Source: an optimization exercise on an open RTL-to-GDS flow (aim: small area, a short achievable clock period and few clock cycles per item). Production flows keep margins and buffers that such runs may drop. In this exercise RTL edits were held to simulation tests only and were not proved equivalent to the original. Power and IR drop assume default switching activity.

==> flow/design.v (excerpt) <==
module step_detector_cadence_core #(
   parameter int COUNT_WIDTH = sdc_pkg::COUNT_WIDTH_DEF
) (
   input  logic                                  clock,
   input  logic                                  reset,
   input  logic                                  csr_we,
   input  logic [sdc_pkg::CSR_IDX_W-1:0]         csr_index,
   input  logic [sdc_pkg::CSR_DATA_W-1:0]        csr_wdata,
   input  logic                                  req_valid,
   output logic                                  req_stall,
   input  logic signed [sdc_pkg::ACCEL_W-1:0]    req_accel_x,
   input  logic signed [sdc_pkg::ACCEL_W-1:0]    req_accel_y,
   input  logic signed [sdc_pkg::ACCEL_W-1:0]    req_accel_z,
   input  logic [sdc_pkg::TIME_W-1:0]            req_time_ms,
   input  logic                                  req_clear_count,
   output logic                                  rsp_valid,
   input  logic                                  rsp_stall,
   output logic                                  rsp_stepped,
   output logic [sdc_pkg::STEP_COUNT_W-1:0]      rsp_step_count,
   output logic [sdc_pkg::CAD_W-1:0]             rsp_cadence
);
Settings: LEC_CHECK=0, ABC_CLOCK_PERIOD_IN_PS=5000, CAP_MARGIN=20, CORE_MARGIN=2, CORE_UTILIZATION=40, CTS_CLUSTER_DIAMETER=60, CTS_CLUSTER_SIZE=36, SETUP_SLACK_MARGIN=4.2, SLEW_MARGIN=20; clock period 9.0 ns.
standard.sh (not shown) runs the stock make flow with config.mk's settings and CLKGATE_MAP_FILE= SYNTH_SCRIPT=/design/flow/synth_recipe.tcl, a recipe that flattens the netlist after the stock synthesis.
==> flow/flow/run.sh <==
#!/bin/bash
# Layout: the standard flow, with the port buffers made plain buffers (buf_4) instead of
# the delay-cell buffers buffer_ports picks by default. Each tool's output goes to its own log.
cp standard.sh standard_sh.log
export BUFFER_PORTS_ARGS="-buffer_cell sky130_fd_sc_hd__buf_4"
bash standard.sh > standard.log 2>&1
Testbench counts at the start, summed over its fixed seeds: cycles 14,880, items 12,000.
Rerun with:
Settings changed: CTS_CLUSTER_DIAMETER 60 to unset, CTS_CLUSTER_SIZE 36 to unset, SETUP_SLACK_MARGIN 4.2 to 4.0.
After rerunning:
- The new run produced a clean layout
- die area stays the same
- global-route usage is about the same
- core utilization fell by 0.72 points
- setup slack is worse by 0.16 ns
- synthesized area does not change
Rerun with:
Settings changed: CTS_CLUSTER_DIAMETER set to 100, CTS_CLUSTER_SIZE set to 30, PLACE_DENSITY set to 0.7, SETUP_SLACK_MARGIN 4.0 to 4.2.
What happened: Synthesized cell count stays the same. Die area is unchanged. Hold slack is better by 0.029 ns. Area after synthesis is unchanged. Setup slack is better by 0.15 ns. Via count is higher by about 2.3%.


== violet ==
step_detector_cadence_core, a different RTL version from the one above (not shown whole).
Size in the first run: ~4000 cells after synthesis, about 150 I/O pins, ~38000 um^2 of cells after synthesis.
clock: 9.0 ns
lec_check: 0
abc_clock_period_in_ps: 5000
cap_margin: 20
core_margin: 2
core_utilization: 40
setup_slack_margin: 3.0
slew_margin: 20
run.sh (not shown) runs the stock make flow with config.mk's settings and CLKGATE_MAP_FILE= SYNTH_SCRIPT=/design/flow/synth_recipe.tcl, a recipe that flattens the netlist after the stock synthesis.
Stock flow here: none of the scripts above is used.
violet completed every stage of the flow, and the final layout passed the timing, design-rule and antenna checks.
Testbench counts of violet, summed over its fixed seeds: cycles 14,880, items 12,000.
### violet -> maple
Settings: ABC_CLOCK_PERIOD_IN_PS now 4500, was 5000; SETUP_SLACK_MARGIN now 4.7, was 3.0.
--- outcome ---
maple finished all stages; the layout is clean. [compare] base=violet new=maple: first-iteration detailed-routing DRC count has increased, met2 track utilization from global routing increased 2.9 points, power share of the combinational group now sits higher, worst slew slack as a fraction of its limit rose by 2.1 points. Looking at register share of the cell area, maple sits 3.2 points lower than violet does. Density: maple denser than violet. maple against violet: power moved up; number of buffers inserted during clock tree synthesis moved down. Looking at cell area after layout across both flows, maple is the weaker of the two, with violet ahead. As of maple, first-pass GRT wire length had risen by a little under 10% compared to violet.
Here is what was changed in the inputs of quartz compared with maple.
Settings: swapping 4500 for 5000 in ABC_CLOCK_PERIOD_IN_PS; swapping 4.7 for 3.8 in SETUP_SLACK_MARGIN.
==> flow/flow/run.sh (new file) <==
#!/bin/bash
# Layout: the standard flow, with the port buffers made plain buffers (buf_4) instead of
# the delay-cell buffers buffer_ports picks by default. Each tool's output goes to its own log.
cp standard.sh standard_sh.log
export BUFFER_PORTS_ARGS="-buffer_cell sky130_fd_sc_hd__buf_4"
bash standard.sh > standard.log 2>&1
==> flow/standard.sh (new file) <==
#!/bin/bash
# synth_recipe.tcl (not shown) runs the flow's synth.tcl, then flattens the netlist and writes it again
# the make line also repeats each setting of config.mk as NAME=value (left out here)
make -C /OpenROAD-flow-scripts/flow DESIGN_CONFIG=/design/flow/config.mk WORK_HOME=/design/flow/orfs CLKGATE_MAP_FILE= SYNTH_SCRIPT=/design/flow/synth_recipe.tcl "${@:-finish}"
removed: flow/run.sh
==> comparison <==
- For the overall power, quartz came in 16% lower than maple did.
- Per the comparison of quartz with maple, total via count after detailed routing decreased about 5%; post-route standard cell area excluding fillers shows a reduction of 10%.
[inputs] lagoon vs quartz
Settings: CORE_UTILIZATION now 60, was 40; SETUP_SLACK_MARGIN now 4.0, was 3.8.
==> flow/run.sh (new file) <==
#!/bin/bash
# synth_recipe.tcl (not shown) runs the flow's synth.tcl, then flattens the netlist and writes it again
# the make line also repeats each setting of config.mk as NAME=value (left out here)
make -C /OpenROAD-flow-scripts/flow DESIGN_CONFIG=/design/flow/config.mk WORK_HOME=/design/flow/orfs CLKGATE_MAP_FILE= SYNTH_SCRIPT=/design/flow/synth_recipe.tcl finish
removed: flow/flow/run.sh
removed: flow/standard.sh
==> run summary <==
In summary, lagoon completed successfully, with a layout that passed the timing, design-rule and antenna checks. Compared with quartz, lagoon shows a non-clock buffer count that is about 35% higher. req_accel_x[11] as the worst setup path startpoint was reported by quartz, and d2_ff[15] by lagoon. Looking at violation count after the first detailed-routing iteration across both flows, lagoon is the stronger of the two, with quartz trailing. Total routing usage reported by global routing (higher): lagoon. Between quartz and lagoon, the difference in power in sequential cells is negligible. Timing-limited maximum frequency for lagoon: about 2% up relative to quartz. Measured against lagoon, the final cell count without fillers of quartz comes out at 1.07 times the reference value. Multi-input gate count essentially unchanged between quartz and lagoon. Routed wire length for lagoon: 3.2% up relative to quartz.

[what the ideal ports hide]
How much do the figures lean on ideal ports? The routed layouts below were timed once more, with nothing changed but the port constraints. Step 1: set_driving_cell puts a clkbuf_16 on clock and a buf_2 on each other input, an assumption about the parent block. Step 2, shift: input delay + t, output delay - t, t = (earliest + latest rising clock arrival at the registers) / 2. This alone moves slack from input paths to output paths. Slacks: ideal / step 1 / step 2; pairs: ideal / step 1.
| run | shift t [ns] | setup WS [ns] | hold WS [ns] | slew at the worst register clock pin (ns) |
|---|---|---|---|---|
| the first run of note 1 | 0.701 | 4.199 / 4.181 / 3.541 | 0.417 / 0.417 / 0.417 | 0.08 / 0.08 |
| the second run of note 1 | 0.697 | 4.035 / 3.997 / 3.425 | 0.427 / 0.427 / 0.427 | 0.07 / 0.07 |
| the third run of note 1 | 0.671 | 4.186 / 4.146 / 3.597 | 0.456 / 0.456 / 0.456 | 0.12 / 0.12 |
| violet | 0.708 | 3.293 / 3.310 / 2.627 | 0.424 / 0.424 / 0.424 | 0.07 / 0.07 |
| maple | 0.725 | 3.869 / 3.869 / 3.447 | 0.423 / 0.423 / 0.423 | 0.07 / 0.07 |
| quartz | 0.696 | 3.849 / 3.872 / 3.186 | 0.437 / 0.437 / 0.437 | 0.07 / 0.07 |
| lagoon | 0.690 | 3.953 / 3.953 / 3.407 | 0.420 / 0.420 / 0.420 | 0.07 / 0.07 |
After both steps setup and hold are still met in every run listed. For violet, which loses most, drivers alone change the setup slack by +0.017 ns; drivers and shift together by -0.666 ns.
